Context: an optimization exercise on an open-source flow, tuned for small area, a short achievable clock period and few clock cycles per item. The choices shown serve that exercise and are no tape-out recipe. No run shown here included a check of the RTL's function; only the layout flow was run.

## flow/design.v (module list and top-level ports; edited modules follow where they fit)
// module muldiv_unit: 1194 lines
// module muldiv_fa: 10 lines
// module muldiv_ha: 9 lines
module muldiv_unit #(
    parameter int WIDTH     = 32,
    parameter int DIV_STEPS = 2
) (
    input  logic             clk,
    input  logic             reset,
    input  logic [3:0]       op,
    input  logic [WIDTH-1:0] src_a,
    input  logic [WIDTH-1:0] src_b,
    input  logic [1:0]       rd_sel,
    output logic             busy,
    output logic [WIDTH-1:0] result
);
  // ...
==> flow/flow/run.sh <==
#!/bin/bash
# The standard layout (the standard.sh, unchanged synthesis and steps), except that the
# port buffers that global placement inserts on every input and output use a plain buf_2
# instead of the delay-cell buffer buffer_ports would otherwise pick.
set -euo pipefail
export BUFFER_PORTS_ARGS="-buffer_cell sky130_fd_sc_hd__buf_2"
bash standard.sh > standard.log 2>&1
==> flow/standard.sh <==
#!/bin/bash
# synth_recipe.tcl (not shown) runs the flow's synth.tcl, then flattens the netlist and writes it again
# the make line also repeats each setting of config.mk as NAME=value (left out here)
make -C /OpenROAD-flow-scripts/flow DESIGN_CONFIG=/design/flow/config.mk WORK_HOME=/design/flow/orfs CLKGATE_MAP_FILE= SYNTH_SCRIPT=/design/flow/synth_recipe.tcl "${@:-finish}"
==> flow/config.mk <==
export PLATFORM = sky130hd
export DESIGN_NAME = muldiv_unit
export DESIGN_NICKNAME = muldiv_unit
export VERILOG_FILES = /design/flow/design.v
export SDC_FILE = /design/flow/constraint.sdc
export NUM_CORES = 4
export LEC_CHECK = 0
export ABC_AREA = 1
export CAP_MARGIN = 20
export CORE_MARGIN = 2
export CORE_UTILIZATION = 40
export SLEW_MARGIN = 20
export SYNTH_HIERARCHICAL = 1
==> flow/constraint.sdc <==
create_clock -name core_clock -period 15.0 [get_ports {clk}]
set_input_delay 3.0000 -clock core_clock [delete_from_list [all_inputs] [get_ports {clk}]]
set_output_delay 3.0000 -clock core_clock [all_outputs]
set_load 0.01 [all_outputs]
==> notes.md, run 1 <==
- Status: timing/DRC/antenna clean
- Synth Area in Adders: 25.3%
- DRC: 0
- Grt total ovfl: 0
- Main synth FF type: edfxtp_1
- Repair and plain buffers: 193
- Synth Area in Simple Gates: 19.2%
- WHS Path Cells: 2
- Sequential cell area share: 12.0%
- Vias in the first global route: 32.0k
- Post-Layout Cell Count: 5290
- FP Rows: 102
- CTS tree: done
- Worst Hold Launch: hi[7]$_DFFE_PN0P_
- Min Tclk post-route: 8890 ps
- Worst EP arrival: 9280 ps
- Xor/xnor cell area share of the yosys netlist: 12.1%
- CP top delay family: adder cells
- Synth cell count leaders: nand2_1, xor2_1, inv_1
- Synth Instances: 4247
- Register Area: 4010 sq um
- Nets: 4759
==> inputs of run 2 (changes only) <==
--- a/flow/config.mk
+++ b/flow/config.mk
@@ -10,4 +10,4 @@
 export CORE_MARGIN = 2
 export CORE_UTILIZATION = 40
-export SLEW_MARGIN = 20
+export SLEW_MARGIN = 55
 export SYNTH_HIERARCHICAL = 1
==> run 2 against run 1 <==
- still clean
- global-route usage about the same
- sequential share of layout area decreased by 0.050 points
- worst hold slack improved by 4.4 ps
- first-iteration DRC count decreased by 0.80%
- worst setup slack improved by 810 ps
- synthesized cell count unchanged
- clock-buffer cell count unchanged
- critical endpoint is now hi[24]$_DFFE_PN0P_
- highest routed layer unchanged
==> notes.md, run 2 <==
- Status: timing/DRC/antenna clean (unchanged)
- Grt total ovfl: 0 (unchanged)
- Vias in the first global route: 32.0k (about the same)
- Post-synth top area cell: fa_1 (unchanged)
- CP top delay family: adder cells (unchanged)
- Biggest regs: dv: 34 flops, x: 33 flops (unchanged)
- Total Neg Setup Slack: 0 ps (unchanged)
- Routed vias: 33.6k (was 33.8k)
- Main synth FF type: edfxtp_1 (unchanged)
- Iter 0 DRT Violations: 4844 (was 4883)
- Worst EP arrival: 8500 ps (was 9280 ps)
- Final core utilization: 43.4% (was 43.2%)
- Min Tclk post-route: 8080 ps (was 8890 ps)
- RSZ-0062 raised after global routing: no (unchanged)
- Element type at the critical path end: register (unchanged)
- WP buf/inv: 3 (unchanged)
- Top reg by flops: dv (unchanged)
- Fmax: 0.124 GHz (was 0.112 GHz)
- Filler cells: 8194 (was 8132)
- Die ar.: 80100 sq um (unchanged)
- Crit path max fanout: 21 (was 34)
- Final Hold Vio Count: 0 (unchanged)
- Yosys reg bits: 145 (unchanged)
- Number of flip-flops in the largest register: 34 (unchanged)
- Synth cell count leaders: nand2_1, xor2_1, inv_1 (unchanged)
- Placed cell areas: 33000 sq um (was 32800 sq um)
- Worst-Skew Late Latency: 510 ps (about the same)
- H-tree depth: 4 (unchanged)
- Tot GR Track Use: 38.1% (was 38.2%)
- FP Rows: 102 (unchanged)
- WL/cell: 29.6 microns (about the same)
- Finished Cell Area: 33600 sq um (was 33400 sq um)
- Max Cap Violations: 0 (unchanged)
- Die Y: 283 microns (unchanged)
- Seq/Total Area, Yosys: 12.9% (unchanged)
- Yosys warnings: 9 (unchanged)
- CTS Buf Count: 17 (unchanged)
- Post-CTS sizing: 0 (unchanged)
- ANT nets after route: 0 (unchanged)
- Most frequent cells in the layout: nand2_1, xor2_1, inv_1, o22ai_1, o21ai_0 (was nand2_1, xor2_1, inv_1, o21ai_0, o22ai_1)
- Slew @ Worst Pin: 712 ps (was 1290 ps)
- CTS tree: done (unchanged)
- Slowest Stage Delay on Critical Path: 640 ps (was 990 ps)
- Critical path depth: 28 (was 23)
- WHS Path Cells: 2 (unchanged)
- Setup violations, final: 0 (unchanged)
- Share of flip-flops with an asynchronous set or reset: 46.9% (unchanged)
- Clock sinks: 145 (unchanged)
- IO Count: 105 (unchanged)
- DR pass1 iterations: 6 (was 8)
- Most common cell in the netlist: nand2_1 (unchanged)
- PortBufs: 104 (unchanged)
- Clock buffer depth: 2 (unchanged)
- Nets: 4765 (was 4759)
- Final setup skew: 18.1 ps (was 16.3 ps)
- Synth Instances: 4247 (unchanged)
- DRC: 0 (unchanged)
- Pin count of the biggest net entering global routing: 57 (unchanged)
- RD Place Congestion: 1.11 (unchanged)
- Final cycle utilization of the critical path: 53.9% (was 59.3%)
- Top post-synthesis cells by area: fa_1, xor2_1, nand2_1 (unchanged)
- Synth Cell Area: 31200 sq um (unchanged)
- Cells on worst reg2reg path: 28 (was 23)
- Worst Hold Class: register to register (unchanged)
- Setup Buffers After CTS: 0 (unchanged)
- Layout cells sized above 1: 8.35% (was 7.61%)
- Share of the synthesized area in the top cell type: 18.8% (unchanged)
- Area Growth Syn to Fin: 7.82% (was 7.37%)
- Final WL: 157000 microns (was 156000 microns)
- Slew headroom: 52.2% (was 13.2%)
- Slowest library cell on the worst path: dfrtp_1 (was o21ai_0)
- Initial antenna violation count: 6 (was 7)
- Core area: 77300 sq um (unchanged)
- R2r setup slk: 6920 ps (was 6110 ps)
- HPWL after detailed placement: 123000 microns (about the same)
- First-pass GRT wire length: 225000 microns (about the same)
- Die Wd: 283 microns (unchanged)
- Crit path required time: 15420 ps (was 15390 ps)
- Most common cell after layout, fill and taps aside: nand2_1 (unchanged)
- Routed vias/inst: 6.36 (was 6.38)
- Number of synthesized flops with an enable pin: 77 (unchanged)
- Mapped Avg Cell Area: 7.34 sq um (unchanged)
- Slew Viols, Final: 0 (unchanged)
- Crit Path Category: register to register (unchanged)
- CTS Hold Buffers Added: 0 (unchanged)
- Netlist cell types: 62 (unchanged)
- Clock slew at the register clock pins of the worst setup and hold paths: 80 ps (was 70 ps)
- Starting density of the core: 40.3% (unchanged)
- CTS root buffer: clkbuf_16 (unchanged)
- CP startpoint kind: register (unchanged)
-- run 2: cell counts after synthesis --
Identical to the previous run, type by type.
-- run 2: path summary, 6_finish.rpt --
| path | start | end |
|---|---|---|
| setup / recovery | lo[0]$_DFFE_PN0P_ | hi[24]$_DFFE_PN0P_ |
| hold / removal | busy$_DFFE_PN0P_ | busy$_DFFE_PN0P_ |
| setup reg to reg | lo[0]$_DFFE_PN0P_ | hi[24]$_DFFE_PN0P_ |
| hold reg to reg | busy$_DFFE_PN0P_ | busy$_DFFE_PN0P_ |
| max in group asynchronous | reset | hi[20]$_DFFE_PN0P_ |
| min in group asynchronous | reset | state[2]$_DFFE_PN0P_ |
-- run 2: cell type report --
cell class / count / area [sq um] / share of cell area, %
repair buffers: 199 / 1290 / 3.85
clock inverters: 15 / 146 / 0.436
clock buffers: 17 / 425 / 1.27
diodes: 1 / 2.50 / 0.00745
flip-flops and latches: 145 / 4010 / 12.0
multi-input cells: 3470 / 24900 / 74.1
inverters: 405 / 1530 / 4.57
well taps: 1040 / 1300 / 3.87
-- run 2: stage by stage --
step                      hold slack [ps]  instances  setup WS (ps)
after detailed placement              542       5258           7220
after floorplan                       502       4255           8180
after global placement                545       5251           6570
after global routing                  588       5291           6800
after CTS                             561       5290           7190
final                                 572       5292           6920
-- run 2: worst reg2reg max path: cells and delay by family (launching register included) --
kind | cells | cell delay [ps]
buffers and inverters | 3 | 800
AOI/OAI and AO/OA | 4 | 660
xor gates and xnor gates | 1 | 180
muxes | 1 | 510
DFF | 1 | 640
and+or+nand+nor | 12 | 2090
adders and majority gates | 7 | 3120
-- run 2: modules after synthesis, one instance, submodules excluded --
module	cells	cell area (sq um)
muldiv_unit	3934	25100
muldiv_ha	1	12.5
muldiv_fa	1	20.0
-- run 2: cells by family (layout without fill, tap and decap cells) --
kind of cell / after synthesis / after routing / synth area share [%]
AND/OR/NAND/NOR: 1401 / 1401 / 19.2
AO/OA/AOI/OAI: 1165 / 1165 / 22.2
buffers and inverters: 640 / 636 / 7.90
adder cells (fa/ha/maj): 455 / 455 / 25.3
XOR/XNOR: 429 / 429 / 12.1
flip-flops: 145 / 145 / 12.9
multiplexers: 11 / 11 / 0.353
other: 1 / 10 / 0.0120
-- run 2: routing by layer --
metal,global-route usage [%],part of all wire [%]
met5,0,0.036
met4,18.8,5.9
met3,10.3,13
met2,55.9,42
met1,51.6,40

## static timing again, ports no longer ideal
The flow's constraints put no driver on any port. The routed layouts listed below were extracted and timed again, unchanged, in two steps.
Step 1: set_driving_cell puts a clkbuf_16 on clk and a buf_2 on each other input, an assumption about the parent block.
Step 2, shift: input delay + t, output delay - t, t = (earliest + latest rising clock arrival at the registers) / 2. This alone moves slack from input paths to output paths.
a / b / c = no drivers / after step 1 / after step 2; a / b = the first two.
run | t, ns | setup WS [ns] | worst setup path after step 2 | worst register clock-pin slew, ns | worst data-port slew with drivers (ns)
run 1 | 0.571 | 6.109 / 6.109 / 6.109 | register to register | 0.08 / 0.08 | 0.06
run 2 | 0.570 | 6.920 / 6.920 / 6.920 | register to register | 0.08 / 0.08 | 0.05
After both steps every run listed still meets setup and hold.
